Source: an optimization exercise on an open RTL-to-GDS flow (aim: small area and a short achievable clock period). Production flows keep margins and buffers that such runs may drop.
At most, simulation tests tie the RTL to the original design; equivalence was not proved.
Power is estimated from default activity; no workload was simulated.

==> flow/design.v <==
`default_nettype none
package rqfbi_pkg;
	localparam int RQFBI_DEPTH     = 16;
	localparam int RQFBI_ITEM_BITS = 32;
	localparam int KIND_W          = 3;
	localparam int DATA_W          = 32;
	localparam int CAP_W           = 5;
	localparam logic [KIND_W-1:0] KIND_SEND_BACK  = 3'd0;
	localparam logic [KIND_W-1:0] KIND_SEND_FRONT = 3'd1;
	localparam logic [KIND_W-1:0] KIND_RECEIVE    = 3'd2;
	localparam logic [KIND_W-1:0] KIND_PEEK       = 3'd3;
	localparam logic [KIND_W-1:0] KIND_DROP_FRONT = 3'd4;
	localparam logic [KIND_W-1:0] KIND_FLUSH      = 3'd5;
	typedef struct packed {
		logic [KIND_W-1:0] kind;
		logic [DATA_W-1:0] item_data;
	} rqfbi_cmd_t;
	typedef struct packed {
		logic              accepted;
		logic [DATA_W-1:0] out_data;
		logic [CAP_W-1:0]  items_held;
		logic [CAP_W-1:0]  slots_free;
		logic              is_empty;
		logic              is_full;
	} rqfbi_res_t;
endpackage
`default_nettype wire
`default_nettype none
module ring_queue_front_back_insert #(
	parameter int DEPTH     = rqfbi_pkg::RQFBI_DEPTH,
	parameter int ITEM_BITS = rqfbi_pkg::RQFBI_ITEM_BITS
) (
	input  wire logic                          clk,
	input  wire logic                          arst_n,
	input  wire logic                          start,
	output logic                               busy,
	input  wire rqfbi_pkg::rqfbi_cmd_t         cmd,
	input  wire logic                          cfg_valid,
	output logic                               cfg_ready,
	input  wire logic [rqfbi_pkg::CAP_W-1:0]   cfg_data,
	output logic                               done,
	output rqfbi_pkg::rqfbi_res_t              result
);
	localparam int IDX_W = 4;
	localparam int CW    = rqfbi_pkg::CAP_W;
	logic [ITEM_BITS-1:0] mem [16];
	logic [ITEM_BITS-1:0] rd_data_q;
	logic [CW-1:0]    held_q;
	logic [CW-1:0]    free_q;
	logic [CW-1:0]    cap_q;
	logic             nempty_q;
	logic             full_q;
	logic [IDX_W-1:0] head_q;
	logic [IDX_W-1:0] tail_q;
	logic             valid_s1;
	logic             acc_s1;
	logic [CW-1:0]    res_held_q;
	logic [CW-1:0]    res_free_q;
	logic             res_empty_q;
	logic             res_full_q;
	logic [CW-1:0]    held_d;
	logic [CW-1:0]    free_d;
	logic             nempty_d;
	logic             full_d;
	logic [IDX_W-1:0] head_d;
	logic [IDX_W-1:0] tail_d;
	logic             fire;
	logic             cfg_fire;
	logic [CW-1:0]    cap_sat;
	logic             is_sb, is_sf, is_rd, is_pop, is_flush;
	logic             do_push, do_pop, rd_ok;
	logic             acc_d;
	logic [15:0]      head_dec;
	logic [15:0]      tail_dec;
	logic [15:0]      we;
	logic [ITEM_BITS-1:0] front;
	assign busy      = cfg_valid;
	assign cfg_ready = ~valid_s1;
	assign fire      = start & ~cfg_valid;
	assign cfg_fire  = cfg_valid & ~valid_s1;
	always_comb begin
		if (cfg_data == '0) begin
			cap_sat = CW'(1);
		end else if (cfg_data > CW'(16)) begin
			cap_sat = CW'(16);
		end else begin
			cap_sat = cfg_data;
		end
	end
	assign is_sb    = cmd.kind == rqfbi_pkg::KIND_SEND_BACK;
	assign is_sf    = cmd.kind == rqfbi_pkg::KIND_SEND_FRONT;
	assign is_rd    = (cmd.kind == rqfbi_pkg::KIND_RECEIVE) | (cmd.kind == rqfbi_pkg::KIND_PEEK);
	assign is_pop   = (cmd.kind == rqfbi_pkg::KIND_RECEIVE) | (cmd.kind == rqfbi_pkg::KIND_DROP_FRONT);
	assign is_flush = cmd.kind == rqfbi_pkg::KIND_FLUSH;
	assign do_push = (is_sb | is_sf) & ~full_q;
	assign do_pop  = is_pop & nempty_q;
	assign rd_ok   = is_rd & nempty_q;
	assign acc_d   = do_push | rd_ok | do_pop | is_flush;
	always_comb begin
		for (int i = 0; i < 16; i++) begin
			head_dec[i] = head_q == IDX_W'(i);
			tail_dec[i] = tail_q == IDX_W'(i);
		end
	end
	always_comb begin
		for (int i = 0; i < 16; i++) begin
			we[i] = ~held_q[CW-1] & (tail_dec[i] | head_dec[(i + 1) % 16]);
		end
	end
	always_ff @(posedge clk) begin
		for (int i = 0; i < 16; i++) begin
			if (we[i]) begin
				mem[i] <= ITEM_BITS'(cmd.item_data);
			end
		end
	end
	always_comb begin
		front = '0;
		for (int i = 0; i < 16; i++) begin
			front = front | ({ITEM_BITS{rd_ok & head_dec[i]}} & mem[i]);
		end
	end
	always_ff @(posedge clk) begin
		rd_data_q <= front;
		acc_s1    <= acc_d;
	end
	always_comb begin
		held_d  = held_q;
		free_d  = free_q;
		nempty_d = nempty_q;
		full_d  = full_q;
		head_d  = head_q;
		tail_d  = tail_q;
		if (cfg_fire) begin
			held_d  = '0;
			free_d  = cap_sat;
			nempty_d = 1'b0;
			full_d  = 1'b0;
			head_d  = '0;
			tail_d  = '0;
		end else if (fire) begin
			if (is_flush) begin
				held_d  = '0;
				free_d  = cap_q;
				nempty_d = 1'b0;
				full_d  = 1'b0;
				head_d  = '0;
				tail_d  = '0;
			end else if (do_push) begin
				held_d  = held_q + CW'(1);
				free_d  = free_q - CW'(1);
				nempty_d = 1'b1;
				full_d  = free_q == CW'(1);
				if (is_sf) begin
					head_d = head_q - IDX_W'(1);
				end else begin
					tail_d = tail_q + IDX_W'(1);
				end
			end else if (do_pop) begin
				held_d  = held_q - CW'(1);
				free_d  = free_q + CW'(1);
				nempty_d = held_q != CW'(1);
				full_d  = 1'b0;
				head_d  = head_q + IDX_W'(1);
			end
		end
	end
	always_ff @(posedge clk or negedge arst_n) begin
		if (!arst_n) begin
			held_q   <= '0;
			free_q   <= CW'(16);
			nempty_q <= 1'b0;
			cap_q    <= CW'(16);
			full_q   <= 1'b0;
			head_q   <= '0;
			tail_q   <= '0;
			valid_s1 <= 1'b0;
		end else begin
			valid_s1 <= fire;
			held_q   <= held_d;
			free_q   <= free_d;
			nempty_q <= nempty_d;
			if (cfg_fire) begin
				cap_q <= cap_sat;
			end
			full_q   <= full_d;
			head_q   <= head_d;
			tail_q   <= tail_d;
		end
	end
	always_ff @(posedge clk) begin
		res_held_q  <= held_d;
		res_free_q  <= free_d;
		res_empty_q <= ~nempty_d;
		res_full_q  <= full_d;
	end
	assign done = valid_s1;
	always_comb begin
		result            = '0;
		result.accepted   = acc_s1;
		result.out_data   = rqfbi_pkg::DATA_W'(rd_data_q);
		result.items_held = res_held_q;
		result.slots_free = res_free_q;
		result.is_empty   = res_empty_q;
		result.is_full    = res_full_q;
	end
endmodule
`default_nettype wire
`default_nettype none
module rqfbi_top (
	input  wire logic        clk,
	input  wire logic        arst_n,
	input  wire logic        start,
	output logic             busy,
	input  wire logic [2:0]  cmd_kind,
	input  wire logic [31:0] cmd_data,
	input  wire logic        cfg_valid,
	output logic             cfg_ready,
	input  wire logic [4:0]  cfg_data,
	output logic             done,
	output logic             res_accepted,
	output logic [31:0]      res_out_data,
	output logic [4:0]       res_items_held,
	output logic [4:0]       res_slots_free,
	output logic             res_is_empty,
	output logic             res_is_full
);
	rqfbi_pkg::rqfbi_cmd_t cmd;
	rqfbi_pkg::rqfbi_res_t result;
	assign cmd.kind      = cmd_kind;
	assign cmd.item_data = cmd_data;
	ring_queue_front_back_insert u_q (
		.clk       (clk),
		.arst_n    (arst_n),
		.start     (start),
		.busy      (busy),
		.cmd       (cmd),
		.cfg_valid (cfg_valid),
		.cfg_ready (cfg_ready),
		.cfg_data  (cfg_data),
		.done      (done),
		.result    (result)
	);
	assign res_accepted   = result.accepted;
	assign res_out_data   = result.out_data;
	assign res_items_held = result.items_held;
	assign res_slots_free = result.slots_free;
	assign res_is_empty   = result.is_empty;
	assign res_is_full    = result.is_full;
endmodule
`default_nettype wire
export LEC_CHECK = 0
export CAP_MARGIN = 20
export CORE_MARGIN = 2
export CORE_UTILIZATION = 40
export SETUP_SLACK_MARGIN = 1.9
export SLEW_MARGIN = 20
create_clock -name core_clock -period 4.0 [get_ports {clk}]
standard.sh (not shown) runs the stock make flow with config.mk's settings and CLKGATE_MAP_FILE= SYNTH_SCRIPT=/design/flow/synth_recipe.tcl, a recipe that flattens the netlist after the stock synthesis.
==> flow/flow/run.sh <==
#!/bin/bash
# standard layout, with plain buffers (not delay cells) on the ports
set -o pipefail
bash standard.sh "BUFFER_PORTS_ARGS=-buffer_cell sky130_fd_sc_hd__buf_2" finish > standard.log 2>&1
==> next run, changes <==
--- a/flow/design.v
+++ b/flow/design.v
@@ -47,34 +47,32 @@
 	logic [ITEM_BITS-1:0] rd_data_q;
 	logic [CW-1:0]    held_q;
 	logic [CW-1:0]    free_q;
 	logic [CW-1:0]    cap_q;
 	logic             nempty_q;
 	logic             full_q;
-	logic [IDX_W-1:0] head_q;
-	logic [IDX_W-1:0] tail_q;
+	logic [15:0]      head_q;
+	logic [15:0]      tail_q;
 	logic             valid_s1;
 	logic             acc_s1;
 	logic [CW-1:0]    res_held_q;
 	logic [CW-1:0]    res_free_q;
 	logic             res_empty_q;
 	logic             res_full_q;
 	logic [CW-1:0]    held_d;
 	logic [CW-1:0]    free_d;
 	logic             nempty_d;
 	logic             full_d;
-	logic [IDX_W-1:0] head_d;
-	logic [IDX_W-1:0] tail_d;
+	logic [15:0]      head_d;
+	logic [15:0]      tail_d;
 	logic             fire;
 	logic             cfg_fire;
 	logic [CW-1:0]    cap_sat;
 	logic             is_sb, is_sf, is_rd, is_pop, is_flush;
 	logic             do_push, do_pop, rd_ok;
 	logic             acc_d;
-	logic [15:0]      head_dec;
-	logic [15:0]      tail_dec;
 	logic [15:0]      we;
 	logic [ITEM_BITS-1:0] front;
 	assign busy      = cfg_valid;
 	assign cfg_ready = ~valid_s1;
 	assign fire      = start & ~cfg_valid;
 	assign cfg_fire  = cfg_valid & ~valid_s1;
@@ -95,32 +93,26 @@
 	assign do_push = (is_sb | is_sf) & ~full_q;
 	assign do_pop  = is_pop & nempty_q;
 	assign rd_ok   = is_rd & nempty_q;
 	assign acc_d   = do_push | rd_ok | do_pop | is_flush;
 	always_comb begin
 		for (int i = 0; i < 16; i++) begin
-			head_dec[i] = head_q == IDX_W'(i);
-			tail_dec[i] = tail_q == IDX_W'(i);
-		end
-	end
-	always_comb begin
-		for (int i = 0; i < 16; i++) begin
-			we[i] = ~held_q[CW-1] & (tail_dec[i] | head_dec[(i + 1) % 16]);
+			we[i] = fire & ~full_q & ((is_sb & tail_q[i]) | (is_sf & head_q[(i + 1) % 16]));
 		end
 	end
 	always_ff @(posedge clk) begin
 		for (int i = 0; i < 16; i++) begin
 			if (we[i]) begin
 				mem[i] <= ITEM_BITS'(cmd.item_data);
 			end
 		end
 	end
 	always_comb begin
 		front = '0;
 		for (int i = 0; i < 16; i++) begin
-			front = front | ({ITEM_BITS{rd_ok & head_dec[i]}} & mem[i]);
+			front = front | ({ITEM_BITS{rd_ok & head_q[i]}} & mem[i]);
 		end
 	end
 	always_ff @(posedge clk) begin
 		rd_data_q <= front;
 		acc_s1    <= acc_d;
 	end
@@ -133,50 +125,50 @@
 		tail_d  = tail_q;
 		if (cfg_fire) begin
 			held_d  = '0;
 			free_d  = cap_sat;
 			nempty_d = 1'b0;
 			full_d  = 1'b0;
-			head_d  = '0;
-			tail_d  = '0;
+			head_d  = 16'd1;
+			tail_d  = 16'd1;
 		end else if (fire) begin
 			if (is_flush) begin
 				held_d  = '0;
 				free_d  = cap_q;
 				nempty_d = 1'b0;
 				full_d  = 1'b0;
-				head_d  = '0;
-				tail_d  = '0;
+				head_d  = 16'd1;
+				tail_d  = 16'd1;
 			end else if (do_push) begin
 				held_d  = held_q + CW'(1);
 				free_d  = free_q - CW'(1);
 				nempty_d = 1'b1;
 				full_d  = free_q == CW'(1);
 				if (is_sf) begin
-					head_d = head_q - IDX_W'(1);
+					head_d = {head_q[0], head_q[15:1]};
 				end else begin
-					tail_d = tail_q + IDX_W'(1);
+					tail_d = {tail_q[14:0], tail_q[15]};
 				end
 			end else if (do_pop) begin
 				held_d  = held_q - CW'(1);
 				free_d  = free_q + CW'(1);
 				nempty_d = held_q != CW'(1);
 				full_d  = 1'b0;
-				head_d  = head_q + IDX_W'(1);
+				head_d  = {head_q[14:0], head_q[15]};
 			end
 		end
 	end
 	always_ff @(posedge clk or negedge arst_n) begin
 		if (!arst_n) begin
 			held_q   <= '0;
 			free_q   <= CW'(16);
 			nempty_q <= 1'b0;
 			cap_q    <= CW'(16);
 			full_q   <= 1'b0;
-			head_q   <= '0;
-			tail_q   <= '0;
+			head_q   <= 16'd1;
+			tail_q   <= 16'd1;
 			valid_s1 <= 1'b0;
 		end else begin
 			valid_s1 <= fire;
 			held_q   <= held_d;
 			free_q   <= free_d;
 			nempty_q <= nempty_d;
Clock-buffer cell count drops by 4.
Wire length drops by 4.8%.
Hold slack improved by 0.0080 ns.
Area after synthesis climbs by 4.9%.
Fmax climbs by 6.0%.
Setup slack improved by 0.13 ns.
No functional check of the RTL was part of the first run of this note.

---

## main
RTL: the design.v shown in full above, as it stands there.
export LEC_CHECK = 0
export CAP_MARGIN = 20
export CORE_MARGIN = 2
export CORE_UTILIZATION = 40
export CTS_CLUSTER_DIAMETER = 100
export CTS_CLUSTER_SIZE = 25
export SETUP_SLACK_MARGIN = 2.0
export SLEW_MARGIN = 20
create_clock -name core_clock -period 4.0 [get_ports {clk}]
Scripts as last shown in full above: flow/flow/run.sh
Edits applied to the flow inputs when going from main to the feature branch:
--- a/flow/design.v
+++ b/flow/design.v
@@ -51,7 +51,8 @@
 	logic             nempty_q;
 	logic             full_q;
-	logic [IDX_W-1:0] head_q;
+	logic [15:0]      head_q;
 	logic [IDX_W-1:0] tail_q;
-	logic             valid_s1;
+	logic             done_q;
+	logic             ready_q;
 	logic             acc_s1;
 	logic [CW-1:0]    res_held_q;
@@ -63,6 +64,7 @@
 	logic             nempty_d;
 	logic             full_d;
-	logic [IDX_W-1:0] head_d;
+	logic [15:0]      head_d;
 	logic [IDX_W-1:0] tail_d;
+	logic [15:0]      tail_dec;
 	logic             fire;
 	logic             cfg_fire;
@@ -71,12 +73,10 @@
 	logic             do_push, do_pop, rd_ok;
 	logic             acc_d;
-	logic [15:0]      head_dec;
-	logic [15:0]      tail_dec;
 	logic [15:0]      we;
 	logic [ITEM_BITS-1:0] front;
 	assign busy      = cfg_valid;
-	assign cfg_ready = ~valid_s1;
+	assign cfg_ready = ~done_q;
 	assign fire      = start & ~cfg_valid;
-	assign cfg_fire  = cfg_valid & ~valid_s1;
+	assign cfg_fire  = cfg_valid & ready_q;
 	always_comb begin
 		if (cfg_data == '0) begin
@@ -99,11 +99,10 @@
 	always_comb begin
 		for (int i = 0; i < 16; i++) begin
-			head_dec[i] = head_q == IDX_W'(i);
+			we[i] = ~held_q[CW-1] & (tail_dec[i] | head_q[(i + 1) % 16]);
+		end
+	end
+	always_comb begin
+		for (int i = 0; i < 16; i++) begin
 			tail_dec[i] = tail_q == IDX_W'(i);
-		end
-	end
-	always_comb begin
-		for (int i = 0; i < 16; i++) begin
-			we[i] = ~held_q[CW-1] & (tail_dec[i] | head_dec[(i + 1) % 16]);
 		end
 	end
@@ -118,9 +117,9 @@
 		front = '0;
 		for (int i = 0; i < 16; i++) begin
-			front = front | ({ITEM_BITS{rd_ok & head_dec[i]}} & mem[i]);
+			front = front | ({ITEM_BITS{head_q[i]}} & mem[i]);
 		end
 	end
 	always_ff @(posedge clk) begin
-		rd_data_q <= front;
+		rd_data_q <= {ITEM_BITS{rd_ok}} & front;
 		acc_s1    <= acc_d;
 	end
@@ -137,5 +136,5 @@
 			nempty_d = 1'b0;
 			full_d  = 1'b0;
-			head_d  = '0;
+			head_d  = 16'd1;
 			tail_d  = '0;
 		end else if (fire) begin
@@ -145,5 +144,5 @@
 				nempty_d = 1'b0;
 				full_d  = 1'b0;
-				head_d  = '0;
+				head_d  = 16'd1;
 				tail_d  = '0;
 			end else if (do_push) begin
@@ -153,5 +152,5 @@
 				full_d  = free_q == CW'(1);
 				if (is_sf) begin
-					head_d = head_q - IDX_W'(1);
+					head_d = {head_q[0], head_q[15:1]};
 				end else begin
 					tail_d = tail_q + IDX_W'(1);
@@ -162,5 +161,5 @@
 				nempty_d = held_q != CW'(1);
 				full_d  = 1'b0;
-				head_d  = head_q + IDX_W'(1);
+				head_d  = {head_q[14:0], head_q[15]};
 			end
 		end
@@ -173,9 +172,11 @@
 			cap_q    <= CW'(16);
 			full_q   <= 1'b0;
-			head_q   <= '0;
+			head_q   <= 16'd1;
 			tail_q   <= '0;
-			valid_s1 <= 1'b0;
+			done_q   <= 1'b0;
+			ready_q  <= 1'b1;
 		end else begin
-			valid_s1 <= fire;
+			done_q   <= fire;
+			ready_q  <= ~fire;
 			held_q   <= held_d;
 			free_q   <= free_d;
@@ -195,5 +196,5 @@
 		res_full_q  <= full_d;
 	end
-	assign done = valid_s1;
+	assign done = done_q;
 	always_comb begin
 		result            = '0;
==> run summary <==
- Looking at final cell count, the feature branch sits about 0.5% higher than main does.
- Side by side, clock buffer count from CTS turned out higher in the feature branch than in main.
- In the feature branch the number of flip-flops and latches turned out 2.2% higher than in main.
- Sequential cell area in the final layout, main and the feature branch: higher on the feature branch
- Going from main to the feature branch, number of instances in the synthesized netlist shows an increase of 108, final hold slack shows an increase of 0.14 ns.
- Looking only at combinational share of power, and setting everything else aside, the higher value of main and the feature branch goes to the feature branch.
Function not checked in main: the RTL went through the layout flow alone.

## static timing again, ports no longer ideal
Ports are ideal in the flow. The routed layouts listed here were re-timed in OpenROAD.
Step 1 (the two cells are an assumption about what drives the block):
set clk [get_ports {clk}]
set_driving_cell -lib_cell sky130_fd_sc_hd__clkbuf_16 $clk
set_driving_cell -lib_cell sky130_fd_sc_hd__buf_2 [delete_from_list [all_inputs] $clk]
Step 2, shift: input delay + t, output delay - t, t = (earliest + latest rising clock arrival at the registers) / 2. This alone moves slack from input paths to output paths.
Slacks: ideal ports / drivers / drivers and shift; pairs: ideal ports / drivers.
| run | t (ns) | setup slack, ns | worst setup path after step 2 |
|---|---|---|---|
| the first run of note 1 | 0.675 | 1.738 / 1.738 / 1.330 | input to register |
| the second run of note 1 | 0.672 | 1.865 / 1.865 / 1.249 | input to register |
| main | 0.654 | 1.866 / 1.866 / 1.451 | input to register |
| the feature branch | 0.664 | 2.013 / 1.953 / 1.427 | input to register |
After both steps setup and hold are still met in every run listed. For the second run of note 1, which loses most, drivers alone change the setup slack by 0.000 ns; drivers and shift together by -0.616 ns.
